Background: an optimization exercise with open tools, aiming at small area, a short achievable clock period and few clock cycles per item. Do not read the settings as production practice. RTL that was checked went through simulation tests only; none was proved equivalent to the original.

// fpu_pipe_unit
module fpu_pipe_unit #(
    parameter int EXP_W = 8,
    parameter int MAN_W = 23,
    parameter int TAG_W = 4
) (
    input  logic                 clk,
    input  logic                 rst_n,
    input  logic                 in_valid,
    output logic                 in_ready,
    input  logic [1:0]           in_op,
    input  logic [EXP_W+MAN_W:0] in_a,
    input  logic [EXP_W+MAN_W:0] in_b,
    input  logic [TAG_W-1:0]     in_tag,
    output logic                 out_valid,
    input  logic                 out_ready,
    output logic [EXP_W+MAN_W:0] out_y,
    output logic [TAG_W-1:0]     out_tag,
    output logic [3:0]           out_flags,
    output logic [3:0]           sticky,
    input  logic                 sticky_clr
);
    localparam logic [1:0] K_ZERO = 2'd0;
    localparam logic [1:0] K_INF  = 2'd1;
    localparam logic [1:0] K_NAN  = 2'd2;
    localparam logic [1:0] K_NV   = 2'd3;
    logic adv;           
    logic hv_q;          
    assign adv      = !hv_q || out_ready;
    assign in_ready = adv;
    logic        v1_q;
    logic [3:0]  tag1_q;
    logic        mul1_q;
    logic [31:0] a1_q;
    logic [8:0]  b1_q;           
    logic [22:0] f1_q;           
    logic        mzb1_q;         
    logic        stk1_q;         
    logic [4:0]  tza_in, tzb_in;
    always_comb begin
        tza_in = 5'd23;
        tzb_in = 5'd23;
        for (int i = 22; i >= 0; i--) begin
            if (in_a[i]) tza_in = 5'(i);
            if (in_b[i]) tzb_in = 5'(i);
        end
    end
    logic [11:0] one_in, two_in, neg_in;
    fpu_booth_enc u_enc (.y({1'b1, f1_q}), .one(one_in), .two(two_in), .neg(neg_in));
    always_ff @(posedge clk or negedge rst_n) begin
        if (!rst_n)   v1_q <= 1'b0;
        else if (adv) v1_q <= in_valid;
    end
  ...
Size: roughly 3500 cells after synthesis, about 120 I/O pins.
Settings: LEC_CHECK=0, ABC_AREA=1, CAP_MARGIN=20, CORE_MARGIN=2, CORE_UTILIZATION=50, SETUP_SLACK_MARGIN=5, SLEW_MARGIN=20; clock period 10.0 ns.
standard.sh (not shown) runs the stock make flow with config.mk's settings and CLKGATE_MAP_FILE= SYNTH_SCRIPT=/design/flow/synth_recipe.tcl, a recipe that flattens the netlist after the stock synthesis.
==> flow/flow/run.sh <==
#!/bin/bash
# The standard layout (standard.sh), with the port buffers that
# buffer_ports inserts made of sky130_fd_sc_hd__buf_1 cells (every input and
# output port still gets its own buffer). Everything else is the standard flow's.
set -euo pipefail
sed 's|"\${@:-finish}"|BUFFER_PORTS_ARGS="-buffer_cell sky130_fd_sc_hd__buf_1" "${@:-finish}"|' standard.sh > standard_ports.sh
grep -q 'BUFFER_PORTS_ARGS="-buffer_cell sky130_fd_sc_hd__buf_1"' standard_ports.sh
bash standard_ports.sh > standard.log 2>&1
Testbench counts at the start, summed over its fixed seeds: cycles 12,032, items 12,000.
Change:
--- a/flow/design.v
+++ b/flow/design.v
@@ -29,37 +29,37 @@
     assign in_ready = adv;
     logic        v1_q;
     logic [3:0]  tag1_q;
     logic        mul1_q;
     logic [31:0] a1_q;
     logic [8:0]  b1_q;           
-    logic [22:0] f1_q;           
+    logic [35:0] f1_q;           
     logic        mzb1_q;         
     logic        stk1_q;         
     logic [4:0]  tza_in, tzb_in;
     always_comb begin
         tza_in = 5'd23;
         tzb_in = 5'd23;
         for (int i = 22; i >= 0; i--) begin
             if (in_a[i]) tza_in = 5'(i);
             if (in_b[i]) tzb_in = 5'(i);
         end
     end
     logic [11:0] one_in, two_in, neg_in;
-    fpu_booth_enc u_enc (.y({1'b1, f1_q}), .one(one_in), .two(two_in), .neg(neg_in));
+    fpu_booth_enc u_enc (.y({1'b1, in_b[22:0]}), .one(one_in), .two(two_in), .neg(neg_in));
     always_ff @(posedge clk or negedge rst_n) begin
         if (!rst_n)   v1_q <= 1'b0;
         else if (adv) v1_q <= in_valid;
     end
     always_ff @(posedge clk) begin
         if (adv) begin
             tag1_q <= in_tag;
             mul1_q <= (in_op == 2'd2);
             a1_q   <= in_a;
             b1_q   <= {in_b[31] ^ (in_op == 2'd1), in_b[30:23]};
-            f1_q   <= in_b[22:0];
+            f1_q   <= (in_op == 2'd2) ? {neg_in, two_in, one_in} : {13'd0, in_b[22:0]};
             mzb1_q <= (in_b[22:0] == 23'd0);
             stk1_q <= ({1'b0, tza_in} + {1'b0, tzb_in}) < 6'd20;
         end
     end
     logic       sa, sb;
     logic [7:0] ea, eb;
@@ -98,13 +98,13 @@
             else if (ia) begin spk2 = K_INF; sps2 = sa; end
             else if (ib) begin spk2 = K_INF; sps2 = sb; end
             else sp2 = 1'b0;
         end
     end
     logic [47:0] ps, pc;
-    fpu_mul_cs24 u_mul (.x({1'b1, ma}), .one(one_in), .two(two_in), .neg(neg_in),
+    fpu_mul_cs24 u_mul (.x({1'b1, ma}), .one(f1_q[11:0]), .two(f1_q[23:12]), .neg(f1_q[35:24]),
                         .y23(1'b1), .s(ps), .c(pc));
     logic [9:0] mexp;
     assign mexp = {2'b00, ea} + {2'b00, eb} - 10'd127;
     logic        a_ge;
     logic [7:0]  dab, dba, ediff, ebig;
     logic [23:0] sig_big, sig_sml;
Die area went up by 3.2%.
Utilization went down by 0.44 points.
Fmax went up by 3.6%.
Non-clock buffer count went up by 53.
Flip-flop and latch count went up by 12.
Final cell count went up by 4.3%.
Critical path depth went down by 10.
Routed wire length went up by 7.9%.
Clock skew went down by 0.018 ns.
Worst setup slack improves by 0.18 ns.
Count of clock-buffer cells in the layout went up by 2.
Testbench counts after the change, summed over its fixed seeds: cycles 12,032, items 12,000.

## the baseline
Another version of the RTL of fpu_pipe_unit (not shown whole).
For scale: about 3500 cells after synthesis, roughly 120 I/O pins, roughly 30000 µm² of cells after synthesis.
clock: 10.0 ns
lec_check: 0
abc_area: 1
cap_margin: 20
core_margin: 2
core_utilization: 40
setup_slack_margin: 5
slew_margin: 20
run.sh (not shown) runs the stock make flow with config.mk's settings and CLKGATE_MAP_FILE= SYNTH_SCRIPT=/design/flow/synth_recipe.tcl, a recipe that flattens the netlist after the stock synthesis.
Stock flow here: none of the scripts above is used.
What the candidate does differently from the baseline at the input level:
--- a/flow/design.v
+++ b/flow/design.v
@@ -25,48 +25,48 @@
     localparam logic [1:0] K_NV   = 2'd3;
     logic adv;           
     logic hv_q;          
     assign adv      = !hv_q || out_ready;
     assign in_ready = adv;
     logic        v1_q;
     logic [3:0]  tag1_q;
     logic        mul1_q;
     logic [31:0] a1_q;
     logic [8:0]  b1_q;           
-    logic [22:0] f1_q;           
+    logic [35:0] f1_q;           
     logic        mzb1_q;         
     logic        age1_q;         
     logic        a_ge_in;
     fpu_add31 u_cmp (.a(in_a[30:0]), .b(~in_b[30:0]), .ci(1'b1), .s(), .co(a_ge_in));
     logic        stk1_q;         
     logic [4:0]  tza_in, tzb_in;
     always_comb begin
         tza_in = 5'd23;
         tzb_in = 5'd23;
         for (int i = 22; i >= 0; i--) begin
             if (in_a[i]) tza_in = 5'(i);
             if (in_b[i]) tzb_in = 5'(i);
         end
     end
     logic [11:0] one_in, two_in, neg_in;
-    fpu_booth_enc u_enc (.y({1'b1, f1_q}), .one(one_in), .two(two_in), .neg(neg_in));
+    fpu_booth_enc u_enc (.y({1'b1, in_b[22:0]}), .one(one_in), .two(two_in), .neg(neg_in));
     always_ff @(posedge clk or negedge rst_n) begin
         if (!rst_n)   v1_q <= 1'b0;
         else if (adv) v1_q <= in_valid;
     end
     always_ff @(posedge clk) begin
         if (adv) begin
             tag1_q <= in_tag;
             mul1_q <= (in_op == 2'd2);
             a1_q   <= in_a;
             b1_q   <= {in_b[31] ^ (in_op == 2'd1), in_b[30:23]};
-            f1_q   <= in_b[22:0];
+            f1_q   <= (in_op == 2'd2) ? {neg_in, two_in, one_in} : {13'd0, in_b[22:0]};
             mzb1_q <= (in_b[22:0] == 23'd0);
             age1_q <= a_ge_in;
             stk1_q <= ({1'b0, tza_in} + {1'b0, tzb_in}) < 6'd20;
         end
     end
     logic       sa, sb;
     logic [7:0] ea, eb;
     logic [22:0] ma, mb;
     logic       za, zb, ia, ib, na, nb, fa, fb;
     assign sa = a1_q[31];
@@ -98,21 +98,21 @@
             else if (za || zb)            spk2 = K_ZERO;
             else                          sp2  = 1'b0;
         end else begin
             if (ia && ib && (sa != sb)) spk2 = K_NV;
             else if (ia) begin spk2 = K_INF; sps2 = sa; end
             else if (ib) begin spk2 = K_INF; sps2 = sb; end
             else sp2 = 1'b0;
         end
     end
     logic [47:0] ps, pc;
-    fpu_mul_cs24 u_mul (.x({1'b1, ma}), .one(one_in), .two(two_in), .neg(neg_in),
+    fpu_mul_cs24 u_mul (.x({1'b1, ma}), .one(f1_q[11:0]), .two(f1_q[23:12]), .neg(f1_q[35:24]),
                         .y23(1'b1), .s(ps), .c(pc));
     logic [9:0] mexp;
     assign mexp = {2'b00, ea} + {2'b00, eb} - 10'd127;
     logic        a_ge;
     logic [7:0]  dab, dba, ediff, ebig;
     logic [23:0] sig_big, sig_sml;
     logic        sub2, sgn_add;
     assign a_ge    = age1_q;
     assign dab     = ea - eb;
     assign dba     = eb - ea;
- Compared with the baseline, the candidate shows a lower area growth from synthesis to final layout.
- Summary of the candidate over the baseline: pre-CTS setup slack went up 0.33 ns; via count went up about 2.5%; portion of the layout cell area used by clock cells went down 0.47 points; final cell count without fillers went up 2.8%; clock buffer instance count of the final layout went down 29%.
- The candidate: count of inverters other than clock inverters in the layout higher than the baseline
- Compared to the baseline, the candidate leaves more free space in the core.
- Of the baseline and the candidate, the baseline shows the lower total number of tap cells, with the candidate above it.
- | area of the die | higher: the candidate |
- Core region area (the candidate over the baseline): increase, about 3.4%
- Hold slack: the candidate vs the baseline, no meaningful difference
Function was not checked in any run of this note: the RTL went through the layout flow alone.

RTL: one of the versions met above, not the one the previous note started from.
For scale: ~3600 cells after synthesis, roughly 260 flip-flops, roughly 120 I/O pins, about 0.030 sq mm of cells after synthesis.
export LEC_CHECK = 0
export ABC_AREA = 1
export CAP_MARGIN = 20
export CORE_MARGIN = 2
export CORE_UTILIZATION = 40
export SETUP_SLACK_MARGIN = 5
export SLEW_MARGIN = 20
create_clock -name core_clock -period 10.0 [get_ports {clk}]
Testbench counts at the start, summed over its fixed seeds: cycles 12,032, items 12,000.
Then changed:
--- a/flow/design.v
+++ b/flow/design.v
@@ -29,37 +29,37 @@
     assign in_ready = adv;
     logic        v1_q;
     logic [3:0]  tag1_q;
     logic        mul1_q;
     logic [31:0] a1_q;
     logic [8:0]  b1_q;           
-    logic [35:0] f1_q;           
+    logic [22:0] f1_q;           
     logic        mzb1_q;         
     logic        stk1_q;         
     logic [4:0]  tza_in, tzb_in;
     always_comb begin
         tza_in = 5'd23;
         tzb_in = 5'd23;
         for (int i = 22; i >= 0; i--) begin
             if (in_a[i]) tza_in = 5'(i);
             if (in_b[i]) tzb_in = 5'(i);
         end
     end
     logic [11:0] one_in, two_in, neg_in;
-    fpu_booth_enc u_enc (.y({1'b1, in_b[22:0]}), .one(one_in), .two(two_in), .neg(neg_in));
+    fpu_booth_enc u_enc (.y({1'b1, f1_q}), .one(one_in), .two(two_in), .neg(neg_in));
     always_ff @(posedge clk or negedge rst_n) begin
         if (!rst_n)   v1_q <= 1'b0;
         else if (adv) v1_q <= in_valid;
     end
     always_ff @(posedge clk) begin
         if (adv) begin
             tag1_q <= in_tag;
             mul1_q <= (in_op == 2'd2);
             a1_q   <= in_a;
             b1_q   <= {in_b[31] ^ (in_op == 2'd1), in_b[30:23]};
-            f1_q   <= (in_op == 2'd2) ? {neg_in, two_in, one_in} : {13'd0, in_b[22:0]};
+            f1_q   <= in_b[22:0];
             mzb1_q <= (in_b[22:0] == 23'd0);
             stk1_q <= ({1'b0, tza_in} + {1'b0, tzb_in}) < 6'd20;
         end
     end
     logic       sa, sb;
     logic [7:0] ea, eb;
@@ -98,13 +98,13 @@
             else if (ia) begin spk2 = K_INF; sps2 = sa; end
             else if (ib) begin spk2 = K_INF; sps2 = sb; end
             else sp2 = 1'b0;
         end
     end
     logic [47:0] ps, pc;
-    fpu_mul_cs24 u_mul (.x({1'b1, ma}), .one(f1_q[11:0]), .two(f1_q[23:12]), .neg(f1_q[35:24]),
+    fpu_mul_cs24 u_mul (.x({1'b1, ma}), .one(one_in), .two(two_in), .neg(neg_in),
                         .y23(1'b1), .s(ps), .c(pc));
     logic [9:0] mexp;
     assign mexp = {2'b00, ea} + {2'b00, eb} - 10'd127;
     logic        a_ge;
     logic [7:0]  dab, dba, ediff, ebig;
     logic [23:0] sig_big, sig_sml;
Outcome: The new run completed with no timing, DRC or antenna violations; non-clock buffer count shrinks by 24; core utilization grows by 0.66 points; die area falls by 3.1%; critical path depth grows by 5; routed wire length is lower by 2.9%; final cell count drops by 3.0%; synthesized area decreases by 3.1%; worst setup slack gets worse by 0.0093 ns; cell area falls by 1.1%.
Testbench counts after the change, summed over its fixed seeds: cycles 12,032, items 12,000.

-- what the ideal ports hide --
No port has a modelled driver above. Below, the same layouts with a new extraction and two added sets of constraints.
Step 1, drivers: a clkbuf_16 drives clk and a buf_2 each remaining input, both assumed.
Step 2 also shifts input and output timing later by t, the mid clock arrival at the registers, as if the neighbouring blocks saw the same clock.
Three values: no drivers, after step 1, after step 2; two values: the first two.
| run | shift t [ns] | setup slack, ns | worst register clock-pin slew, ns | worst data-port slew with drivers (ns) | pins driven straight from the clock port |
|---|---|---|---|---|---|
| the first run of note 1 | 0.663 | 4.901 / 4.901 / 4.901 | 0.08 / 0.08 | 0.05 | 1 |
| the second run of note 1 | 0.625 | 5.077 / 5.077 / 5.077 | 0.07 / 0.07 | 0.09 | 1 |
| the baseline | 0.615 | 5.075 / 5.075 / 5.047 | 0.07 / 0.07 | 0.07 | 1 |
| the candidate | 0.663 | 4.927 / 4.927 / 4.927 | 0.07 / 0.07 | 0.08 | 1 |
| the first run of note 3 | 0.625 | 4.972 / 4.972 / 4.972 | 0.07 / 0.07 | 0.09 | 1 |
| the second run of note 3 | 0.633 | 4.963 / 4.963 / 4.963 | 0.07 / 0.07 | 0.06 | 1 |
After both steps setup and hold are still met in every run listed. For the baseline, which loses most, drivers alone change the setup slack by 0.000 ns; drivers and shift together by -0.028 ns.
